Source: an optimization exercise on an open RTL-to-GDS flow (aim: small area, a short achievable clock period and few clock cycles per item). Production flows keep margins and buffers that such runs may drop. No run shown here included a check of the RTL's function; only the layout flow was run.

File: config.mk
export PLATFORM = sky130hd
export DESIGN_NAME = temperature_calculator
export DESIGN_NICKNAME = temperature_calculator
export VERILOG_FILES = /design/flow/design.v
export SDC_FILE = /design/flow/constraint.sdc
export NUM_CORES = 4
export LEC_CHECK = 0
export CAP_MARGIN = 20
export CORE_MARGIN = 2
export CORE_UTILIZATION = 40
export SLEW_MARGIN = 20
File: constraint.sdc
create_clock -name core_clock -period 8.5 [get_ports {clk}]
set_input_delay 1.7000 -clock core_clock [delete_from_list [all_inputs] [get_ports {clk}]]
set_output_delay 1.7000 -clock core_clock [all_outputs]
set_load 0.01 [all_outputs]
File: design.v
module temperature_calculator (
  input  logic               clk,
  input  logic               rst_n,
  input  logic               start,
  input  logic [31:0]        tc_base,
  input  logic [7:0]         tc_ref,
  input  logic [15:0]        adc_data,
  output logic               busy,
  output logic               done,
  output logic               div_zero,
  output logic signed [31:0] tempc
);
  typedef enum logic [1:0] {S_SETUP, S_MUL, S_DIV} state_t;
  state_t      st;
  logic [31:0] p;      
  logic [15:0] r;      
  logic [17:0] x;      
  logic [16:0] m3;     
  logic [15:0] a;      
  logic [5:0]  kb;     
  logic [3:0]  cnt;    
  logic        sgn;
  logic        ovf;    
  logic        last;   
  assign tempc = p;
  function automatic logic [7:0] sq4(input logic [3:0] v);
    sq4 = 8'(v) * 8'(v);
  endfunction
  logic [5:0] bl_base;
  always_comb begin
    bl_base = 6'd0;
    for (int i = 0; i < 32; i++) if (tc_base[i]) bl_base = 6'(i + 1);
  end
  logic [4:0] bl_m, bl_d;
  logic [5:0] k_raw;
  logic [3:0] nst;
  logic [7:0] rf;
  assign rf = r[7:0];
  always_comb begin
    bl_m = 5'd0;
    for (int i = 0; i < 15; i++) if (x[i]) bl_m = 5'(i + 1);
    if      (rf >= 8'd182) bl_d = 5'd16;
    else if (rf >= 8'd128) bl_d = 5'd15;
    else if (rf >= 8'd91)  bl_d = 5'd14;
    else if (rf >= 8'd64)  bl_d = 5'd13;
    else if (rf >= 8'd46)  bl_d = 5'd12;
    else if (rf >= 8'd32)  bl_d = 5'd11;
    else if (rf >= 8'd23)  bl_d = 5'd10;
    else if (rf >= 8'd16)  bl_d = 5'd9;
    else if (rf >= 8'd12)  bl_d = 5'd8;
    else if (rf >= 8'd8)   bl_d = 5'd7;
    else if (rf >= 8'd6)   bl_d = 5'd6;
    else if (rf >= 8'd4)   bl_d = 5'd5;
    else if (rf >= 8'd3)   bl_d = 5'd4;
    else if (rf >= 8'd2)   bl_d = 5'd3;
    else                   bl_d = 5'd1;
    k_raw = kb + ((bl_m >= bl_d) ? 6'(bl_m + 5'd1 - bl_d) : 6'd0);
    if (k_raw > 6'd28)      nst = 4'd8;
    else                    nst = 4'((k_raw + 6'd3) >> 2);
  end
  logic [15:0] den_nxt;
  assign den_nxt = a + {3'd0, 8'(r[7:4]) * 8'(r[3:0]), 5'd0};
  logic [16:0] pp0, pp1;
  logic [18:0] s;
  always_comb begin
    case (p[1:0])
      2'd0: pp0 = 17'd0;
      2'd1: pp0 = {2'd0, x[14:0]};
      2'd2: pp0 = {1'd0, x[14:0], 1'b0};
      default: pp0 = m3;
    endcase
    case (p[3:2])
      2'd0: pp1 = 17'd0;
      2'd1: pp1 = {2'd0, x[14:0]};
      2'd2: pp1 = {1'd0, x[14:0], 1'b0};
      default: pp1 = m3;
    endcase
  end
  assign s = {4'b0, r[14:0]} + {2'b0, pp0} + {pp1, 2'b0};
  logic [17:0] t;
  logic [18:0] d1, d2, d3;
  assign t  = {r, p[31:30]};
  assign d1 = {1'b0, t} - {3'b0, a};
  assign d2 = {1'b0, t} - {2'b0, a, 1'b0};
  assign d3 = {1'b0, t} - {1'b0, x};
  logic [1:0]  dig;
  logic [15:0] rn;
  always_comb begin
    if (!d3[18])      begin dig = 2'd3; rn = d3[15:0]; end
    else if (!d2[18]) begin dig = 2'd2; rn = d2[15:0]; end
    else if (!d1[18]) begin dig = 2'd1; rn = d1[15:0]; end
    else              begin dig = 2'd0; rn = t[15:0];  end
  end
  logic [31:0] satval, fin;
  logic [29:0] pneg;
  logic        sat;
  assign satval = sgn ? 32'h8000_0001 : 32'h7FFF_FFFF;
  assign pneg   = ~p[29:0] + 30'd1;
  assign sat    = ovf || p[29];
  always_comb begin
    if (sat)            fin = satval;
    else if (!sgn)      fin = {p[29:0], dig};
    else if (d1[18])    fin = {pneg, 2'b00};                
    else                fin = {~p[29:0], 2'(~dig + 2'd1)};
  end
  logic start_ok;
  assign start_ok = start && !busy;
  always_ff @(posedge clk) begin
    if (start_ok) begin
      r   <= {8'd0, tc_ref};
      x   <= {3'd0, adc_data[14:0]};
      a   <= {sq4(tc_ref[7:4]), sq4(tc_ref[3:0])};
      kb  <= bl_base;
      sgn <= adc_data[15];
      ovf <= 1'b0;
      st  <= S_SETUP;
    end else if (busy && !done) begin
      case (st)
        S_SETUP: begin
          a   <= den_nxt;
          m3  <= {2'd0, x[14:0]} + {1'd0, x[14:0], 1'b0};
          kb  <= {2'd0, nst};
          cnt <= nst;
          r   <= 16'd0;
          st  <= S_MUL;
        end
        S_MUL: begin
          r   <= {1'b0, s[18:4]};
          cnt <= cnt - 4'd1;
          if (cnt == 4'd1) begin
            st   <= S_DIV;
            cnt  <= 4'({kb[3:0], 1'b0} - 5'd1);
            x    <= {1'b0, a, 1'b0} + {2'b0, a};
            last <= 1'b0;
          end
        end
        default: begin
          r    <= rn;
          cnt  <= cnt - 4'd1;
          last <= (cnt == 4'd1);
          ovf  <= ovf || (r >= a);
        end
      endcase
    end
  end
  always_ff @(posedge clk or negedge rst_n) begin
    if (!rst_n) begin
      busy     <= 1'b0;
      done     <= 1'b0;
      div_zero <= 1'b0;
      p        <= 32'd0;
    end else if (!busy) begin
      busy <= start;
      if (start) begin
        div_zero <= (tc_ref == 8'd0);
        p        <= tc_base;
        done     <= (tc_base == 32'd0) && (tc_ref != 8'd0);
      end
    end else if (done) begin
      busy <= 1'b0;
      done <= 1'b0;
    end else if (st == S_SETUP) begin
      if (div_zero) begin
        p    <= (x[14:0] == 15'd0) ? 32'd0 : satval;
        done <= 1'b1;
      end
    end else if (st == S_DIV) begin
      if (last) begin
        p    <= fin;
        done <= 1'b1;
      end else begin
        p <= {p[29:0], dig};
      end
    end else begin
      p <= {s[3:0], p[31:4]};
    end
  end
endmodule
File: run.sh
#!/bin/bash
# synth_recipe.tcl (not shown) runs the flow's synth.tcl, then flattens the netlist and writes it again
# the make line also repeats each setting of config.mk as NAME=value (left out here)
make -C /OpenROAD-flow-scripts/flow DESIGN_CONFIG=/design/flow/config.mk WORK_HOME=/design/flow/orfs CLKGATE_MAP_FILE= SYNTH_SCRIPT=/design/flow/synth_recipe.tcl finish
==> reports/qor.csv, run 1 <==
stage,metric,value,unit
placement,io_buffers,93,
timing,rsz0062_at_grt,no,
global_routing,grt_pass1_vias,13758,
timing,whs,0.547,ns
floorplan,fp.dieH,193,µm
floorplan,core,35500,µm²
global_routing,grt_pass1_wl,81.0,mm
timing,fin_skew,0.0146,ns
worst_setup_path,start_kind,register,
logic_synthesis,synth-async-reset-ratio,30.2,%
placement,dp_cells,2326,
timing,fmaxAchievable,181,MHz
route,vias_per_cell,6.09,
clocking,cts-buffers-inserted,17,
global_routing,grtUsageTotal,27.6,%
global_routing,overflow,0,
finish,drive_above_1_share,4.11,%
worst_setup_path,critical_path_peak_fanout,13,
route,firstDrtPassIters,6,
floorplan,chipWidth,193,µm
clocking,cts_hold_buf,0,
outcome,status,no timing/DRC/antenna violations,
timing,fin_ws,2.96,ns
floorplan,rows,69,
clocking,cts_tree,done,
clocking,cts_max_level,4,
route,drt_wl_total,52.4,mm
finish,fin_cells,2358,
min_path,hold_path.class,register to register,
logic_synthesis,netlist_area,14300,µm²
logic_synthesis,synth.ff_latch_count,116,
flow_run,cap_violations,0,
placement,hpwl,40.6,mm
clocking,cts-root-buf,clkbuf_16,
worst_setup_path,endpoint_kind,register,
logic_synthesis,synthCells,1827,
logic_synthesis,ys_seq_area_share,22.1,%
route,vias,14352,
finish,n_antenna_cell,0,
logic_synthesis,ys.flop_type,edfxtp_1,
timing,tns,0,ns
finish,num-fill-cells,3521,
floorplan,io_pins,94,
route,post_drt_wl_per_cell,22.2,µm
worst_setup_path,cp_num_buf_inv,4,
logic_synthesis,synth_cell_types,79,
timing,slew_viol_final,0,
finish,area_growth,13.4,%
logic_synthesis,synth_area_per_cell,7.85,µm²
global_routing,antenna_found_initial,0,
timing,fin_crit,5.54,ns
timing,setup_violations,0,
logic_synthesis,yosysWarningCount,1,
finish,fin_nets,2147,
logic_synthesis,syn-num-nets,2090,
clocking,postCtsResizedCells,0,
timing,slew_headroom,21.8,%
worst_setup_path,slowest_delay,0.64,ns
clocking,post_cts_buffers,0,
timing,hold_viol,0,
route,first_iter_violations,1408,
logic_synthesis,synth_edf_count,67,
global_routing,grt_max_degree,61,
clocking,cts_num_sinks,116,
timing,period_share,65.1,%
worst_setup_path,cp_common_cell,a21oi_1,
floorplan,die_area,37400,µm²
clocking,clkLatencyLatePin,0.46,ns
worst_setup_path,cp_top_family,compound AO/OA/AOI/OAI gates,
worst_setup_path,arrival,5.73,ns
placement,gp_congestion,0.941,
worst_setup_path,worstSetupPathType,register to register,
clocking,cts.path.max_buffers,2,
clocking,clkSlewWorstSetupHoldPaths,0.06,ns
route,drc,0,
worst_setup_path,cp.required,8.69,ns
floorplan,start_util,40.4,%
route,detail-route-antenna-nets,0,
worst_setup_path,cpMaxStageDelayCell,edfxtp_1,
placement,place_worst_setup_slack,3.09,ns
timing,worstMarginPinSlew,1.17,ns
worst min-delay path, stage by stage (launching register included):
cell and delay, ns:
dfxtp_1 0.29, inv_1 0.12, a211oi_1 0.08
cells in the mapped netlist (22+ instances only):
| master | count | area [µm²] |
|---|---|---|
| xor2_1 | 33 | 289 |
| xnor2_1 | 75 | 657 |
| nand2b_1 | 30 | 188 |
| nor2b_1 | 27 | 169 |
| a21oi_1 | 177 | 886 |
| nand2_1 | 139 | 522 |
| o22ai_1 | 22 | 138 |
| a31oi_1 | 26 | 163 |
| nand3_1 | 29 | 145 |
| fa_1 | 26 | 521 |
| clkbuf_1 | 61 | 229 |
| ha_1 | 178 | 2230 |
| or3_1 | 26 | 163 |
| dfrtp_1 | 35 | 876 |
| a22oi_1 | 31 | 233 |
| a21o_1 | 38 | 285 |
| inv_1 | 134 | 503 |
| edfxtp_1 | 67 | 2010 |
| o21ai_0 | 127 | 636 |
| nor2_1 | 172 | 646 |
| a211oi_1 | 22 | 165 |
| nor3_1 | 72 | 360 |
state kept, by name (all words and copies together) (netlist names):
name      cells
a            15
busy          1
cnt           4
div_zero      1
done          1
kb            6
last          1
m3           17
ovf           1
p            32
r            16
sgn           1
st            2
x            18
area by class of cell:
type / count / area [µm²] / share of cell area [%]
clock buffers: 24 / 503 / 3.09
clock inverters: 8 / 47.5 / 0.292
inverters: 135 / 507 / 3.12
multi-input cells: 1502 / 10400 / 63.9
flip-flops and latches: 116 / 3170 / 19.5
well taps: 461 / 577 / 3.55
repair buffers: 112 / 1070 / 6.57
path summary, 6_finish.rpt:
check,start,end,slack [ns],cells past startpoint
worst max-delay path,r[3]$_DFFE_PP_,cnt[1]$_DFFE_PP_,2.96,26
worst min register to register,x[17]$_SDFFE_PP0P_,x[17]$_SDFFE_PP0P_,0.55,2
worst min-delay path,x[17]$_SDFFE_PP0P_,x[17]$_SDFFE_PP0P_,0.55,2
worst max register to register,r[3]$_DFFE_PP_,cnt[1]$_DFFE_PP_,2.96,26
min in group asynchronous,rst_n,p[18]$_DFFE_PN0P_,1.37,1
max in group asynchronous,rst_n,div_zero$_DFFE_PN0P_,6.56,1
cell usage in the layout (no fill, tap or decap), types with 20 or more instances in the layout:
cell | netlist | final
inv_1 | 134 | 133
or3_1 | 26 | 26
a21oi_1 | 177 | 177
clkdlybuf4s50_1 | 0 | 92
a31oi_1 | 26 | 26
xnor2_1 | 75 | 75
nor2b_1 | 27 | 27
fa_1 | 26 | 26
nor4_1 | 21 | 21
ha_1 | 178 | 178
nand3_1 | 29 | 29
edfxtp_1 | 67 | 67
o21ai_0 | 127 | 126
nor3_1 | 72 | 71
nand2b_1 | 30 | 29
o31ai_1 | 20 | 20
xor2_1 | 33 | 33
a22oi_1 | 31 | 31
a21o_1 | 38 | 38
dfrtp_1 | 35 | 35
o211ai_1 | 20 | 20
nand2_1 | 139 | 139
a211oi_1 | 22 | 22
nor2_1 | 172 | 172
o22ai_1 | 22 | 22
cell families after synthesis:
logic type | count (synthesis) | share of synthesized area (%)
AOI/OAI and AO/OA | 606 | 26.9
and+or+nand+nor | 576 | 19.2
buffers and inverters | 209 | 5.57
adders and majority gates | 204 | 19.2
DFF | 116 | 22.1
xor gates and xnor gates | 108 | 6.59
muxes | 7 | 0.506
other | 1 | 0.0261
layer usage:
layer	part of all wire [%]	wire [µm]	vias to the layer above	global-route usage, %
met5	0	0	-	0
met4	3.9	2050	0	11.4
met3	6.1	3210	94	3.52
met2	47	24600	590	45.9
met1	43	22500	6863	36.3
li1	-	-	6805	-
metrics by stage:
stage	instance area [µm²]	utilization, %
finish	16300	45.8
global route	16300	45.8
CTS	16300	45.8
detailed placement	15700	44.3
global placement	15700	44.3
floorplan	14300	-
==> run 2: changes to the inputs <==
--- a/config.mk
+++ b/config.mk
@@ -10,2 +10,3 @@
 export CORE_UTILIZATION = 40
+export SETUP_SLACK_MARGIN = 5
 export SLEW_MARGIN = 20
==> run 2 against run 1 <==
- still clean on timing, DRC and antenna
- cell count increased by 4.6%
- non-clock buffer count increased by 107
- core utilization increased by 5.8 points
- global-route usage increased by 1.2 points
- first-iteration DRC count increased by 10%
- count of clock-buffer cells in the layout unchanged
==> reports/qor.csv, run 2 <==
stage,metric,value,unit,change
route,vias_per_cell,6.12,,was 6.09
clocking,cts.path.max_buffers,2,,unchanged
worst_setup_path,rr_endpoint,cnt[1]$_DFFE_PP_,,unchanged
route,first_iter_violations,1549,,was 1408
logic_synthesis,synth_edf_count,67,,unchanged
finish,reg_top3,"p (32), x (18), m3 (17)",,unchanged
finish,num-fill-cells,3360,,was 3521
logic_synthesis,ys_seq_area_share,22.1,%,unchanged
finish,drive_above_1_share,17.7,%,was 4.11%
worst_setup_path,r2r-start,r[3]$_DFFE_PP_,,unchanged
clocking,clkLatencyLatePin,0.45,ns,was 0.46 ns
route,detail-route-antenna-nets,0,,unchanged
route,vias,15090,,was 14352
worst_setup_path,rrSetupSlack,3.94,ns,was 2.96 ns
worst_setup_path,critical_path_peak_fanout,4,,was 13
logic_synthesis,synthTopCellsByArea,"ha_1 16%, edfxtp_1 14%, a21oi_1 6.2%, dfrtp_1 6.1%, xnor2_1 4.6%",,unchanged
clocking,cts_max_level,4,,unchanged
global_routing,antenna_found_initial,0,,unchanged
clocking,cts_num_sinks,116,,unchanged
timing,tns,0,ns,unchanged
timing,period_share,53.6,%,was 65.1%
route,drc,0,,unchanged
timing,rsz0062_at_grt,yes,,was no
logic_synthesis,synth-async-reset-ratio,30.2,%,unchanged
worst_setup_path,cp_common_cell,a21oi_2,,was a21oi_1
timing,hold_viol,0,,unchanged
outcome,status,no timing/DRC/antenna violations,,unchanged
finish,largest_reg_flops,32,,unchanged
clocking,cts_hold_buf,0,,unchanged
route,drt_wl_total,55.4,mm,was 52.4 mm
route,firstDrtPassIters,6,,unchanged
floorplan,die_area,37400,µm²,unchanged
clocking,clkSlewWorstSetupHoldPaths,0.07,ns,was 0.06 ns
clocking,cts_tree,done,,unchanged
worst_setup_path,arrival,4.76,ns,was 5.73 ns
logic_synthesis,synth_area_per_cell,7.85,µm²,unchanged
placement,dp_cells,2328,,was 2326
min_path,hold_end,x[17]$_SDFFE_PP0P_,,unchanged
finish,layout.cells.most_common_list,"163 x nor2_1, 159 x ha_1, 145 x a21oi_1, 134 x nand2_1, 119 x inv_1",,"was 178 x ha_1, 177 x a21oi_1, 172 x nor2_1, 139 x nand2_1, 133 x inv_1"
flow_run,cap_violations,0,,unchanged
floorplan,rows,69,,unchanged
clocking,cts-buffers-inserted,17,,unchanged
logic_synthesis,synthCells,1827,,unchanged
logic_synthesis,yosys.area.top_type,ha_1,,unchanged
timing,setup_violations,0,,unchanged
logic_synthesis,synth.ff_latch_count,116,,unchanged
logic_synthesis,netlist_area,14300,µm²,unchanged
timing,slew_headroom,30.0,%,was 21.8%
logic_synthesis,synth_cell_types,79,,unchanged
floorplan,core,35500,µm²,unchanged
timing,fin_crit,4.56,ns,was 5.54 ns
global_routing,grt_max_degree,52,,was 61
worst_setup_path,slowest_delay,0.45,ns,was 0.64 ns
global_routing,overflow,0,,unchanged
global_routing,grt_pass1_wl,84.3,mm,was 81.0 mm
floorplan,fp.dieH,193,µm,unchanged
timing,fin_skew,0.0158,ns,was 0.0146 ns
placement,gp_congestion,0.937,,was 0.941
worst_setup_path,reg2reg_depth,25,,was 26
logic_synthesis,syn-num-nets,2090,,unchanged
placement,hpwl,40.1,mm,was 40.6 mm
logic_synthesis,synth_most_common_cell,ha_1,,unchanged
logic_synthesis,yosysWarningCount,1,,unchanged
finish,area_growth,27.7,%,was 13.4%
finish,fin_cells,2466,,was 2358
worst_setup_path,worstSetupPathType,register to register,,unchanged
min_path,whs_path_depth,2,,unchanged
finish,regMostFlops,p,,unchanged
timing,worstMarginPinSlew,1.05,ns,was 1.17 ns
worst_setup_path,start_kind,register,,unchanged
logic_synthesis,ys.flop_type,edfxtp_1,,unchanged
placement,io_buffers,93,,unchanged
timing,slew_viol_final,0,,unchanged
worst_setup_path,endpoint_kind,register,,unchanged
clocking,cts-root-buf,clkbuf_16,,unchanged
worst_setup_path,cp.required,8.70,ns,was 8.69 ns
floorplan,io_pins,94,,unchanged
finish,layout_commonest_cell,nor2_1,,was ha_1
logic_synthesis,synth_top_area_share,15.5,%,unchanged
finish,n_antenna_cell,0,,unchanged
worst_setup_path,cpMaxStageDelayCell,edfxtp_1,,unchanged
finish,fin_nets,2255,,was 2147
global_routing,grtUsageTotal,28.8,%,was 27.6%
min_path,hold_start,x[17]$_SDFFE_PP0P_,,unchanged
logic_synthesis,yosys-top-cells-count,"178 x ha_1, 177 x a21oi_1, 172 x nor2_1",,unchanged
floorplan,start_util,40.4,%,unchanged
route,post_drt_wl_per_cell,22.5,µm,was 22.2 µm
floorplan,chipWidth,193,µm,unchanged
global_routing,grt_pass1_vias,14463,,was 13758
min_path,hold_path.class,register to register,,unchanged
finish,fin_util,51.6,%,was 45.8%
timing,fmaxAchievable,219,MHz,was 181 MHz
[run 2: cell counts after synthesis]
Identical to the previous run, type by type.
[run 2: routing by layer]
layer	vias up	global-route usage (%)	part of all wire (%)
met4	0	10.1	3.3
met3	100	6.29	8.2
li1	7017	-	-
met1	7296	39.1	43
met2	677	45.2	45
met5	-	0	0
[run 2: worst max-delay path by stage]
stage	slack [ns]	to	from
2_1_floorplan	4.20	cnt[1]$_DFFE_PP_	r[2]$_DFFE_PP_
3_3_place_gp	3.58	cnt[1]$_DFFE_PP_	x[2]$_DFFE_PP_
3_5_place_dp	3.50	cnt[1]$_DFFE_PP_	r[3]$_DFFE_PP_
4_1_cts	3.91	cnt[1]$_DFFE_PP_	x[1]$_DFFE_PP_
5_1_grt	3.70	cnt[1]$_DFFE_PP_	x[1]$_DFFE_PP_
6_report	3.94	cnt[1]$_DFFE_PP_	r[3]$_DFFE_PP_
[run 2: logic make-up after synthesis]
family	after synthesis	share of synthesized area, %
multiplexers	7	0.506
AO/OA/AOI/OAI	606	26.9
other	1	0.0261
AND/OR/NAND/NOR	576	19.2
buffers and inverters	209	5.57
flip-flops	116	22.1
adder cells (fa/ha/maj)	204	19.2
XOR/XNOR	108	6.59
[run 2: what timing repair did]
action | CTS | global route
resized for setup | 131 | 91
endpoints found under the hold margin | 0 | 0
cloned | 0 | 2
pin swaps | 72 | 59
setup endpoints to repair | 99 | 53
setup buffers | 73 | 31
[run 2: final cells by class]
class                           instances  area, µm²  area share, %
Multi-Input combinational cell       1503      11500           62.7
Sequential cell                       116       3180           17.3
Timing Repair Buffer                  219       2010           11.0
Tap cell                              461        577           3.15
Inverter                              135        515           2.81
Clock buffer                           24        494           2.70
Clock inverter                          8       70.1          0.382
[run 2: stage by stage]
| stage | area, µm² | hold WS (ns) | setup slack [ns] |
|---|---|---|---|
| 3_3_place_gp | 15900 | 0.480 | 3.58 |
| 4_1_cts | 17600 | 0.501 | 3.91 |
| 6_report | 18300 | 0.496 | 3.94 |
| 3_5_place_dp | 15900 | 0.491 | 3.50 |
| 2_1_floorplan | 14600 | 0.444 | 4.20 |
| 5_1_grt | 18300 | 0.525 | 3.70 |
[run 2: critical path, delay by kind of cell (launching register included)]
kind | cells | cell delay, ns
compound gates | 12 | 1.90
fa+ha+maj | 2 | 0.49
simple gates | 5 | 0.71
xor+xnor | 2 | 0.42
flops | 1 | 0.45
buf+inv | 4 | 0.34

==> port drivers added, routing unchanged <==
How much do the figures lean on ideal ports? The routed layouts below were timed once more, with nothing changed but the port constraints. Step 1 assumes that a clkbuf_16 drives the clock port and a buf_2 every other input. Step 2 adds t to the input delays and takes it off the output delays; t is the mean of the earliest and latest rising clock arrival at the registers after step 1. Input paths then give back, and output paths get back, about the clock's delay inside the block. a / b / c = ideal / step 1 / step 2; a / b = the first two.
| run | t, ns | slack for setup (ns) | latest minus earliest clock arrival (ns) | worst slew at a driven data input, ns | cell pins on the clock port's net |
|---|---|---|---|---|---|
| run 1 | 0.502 | 2.963 / 2.963 / 2.963 | 0.014 / 0.015 | 0.04 | 1 |
| run 2 | 0.498 | 3.942 / 3.942 / 3.942 | 0.016 / 0.016 | 0.05 | 1 |
After both steps setup and hold are still met in every run listed.
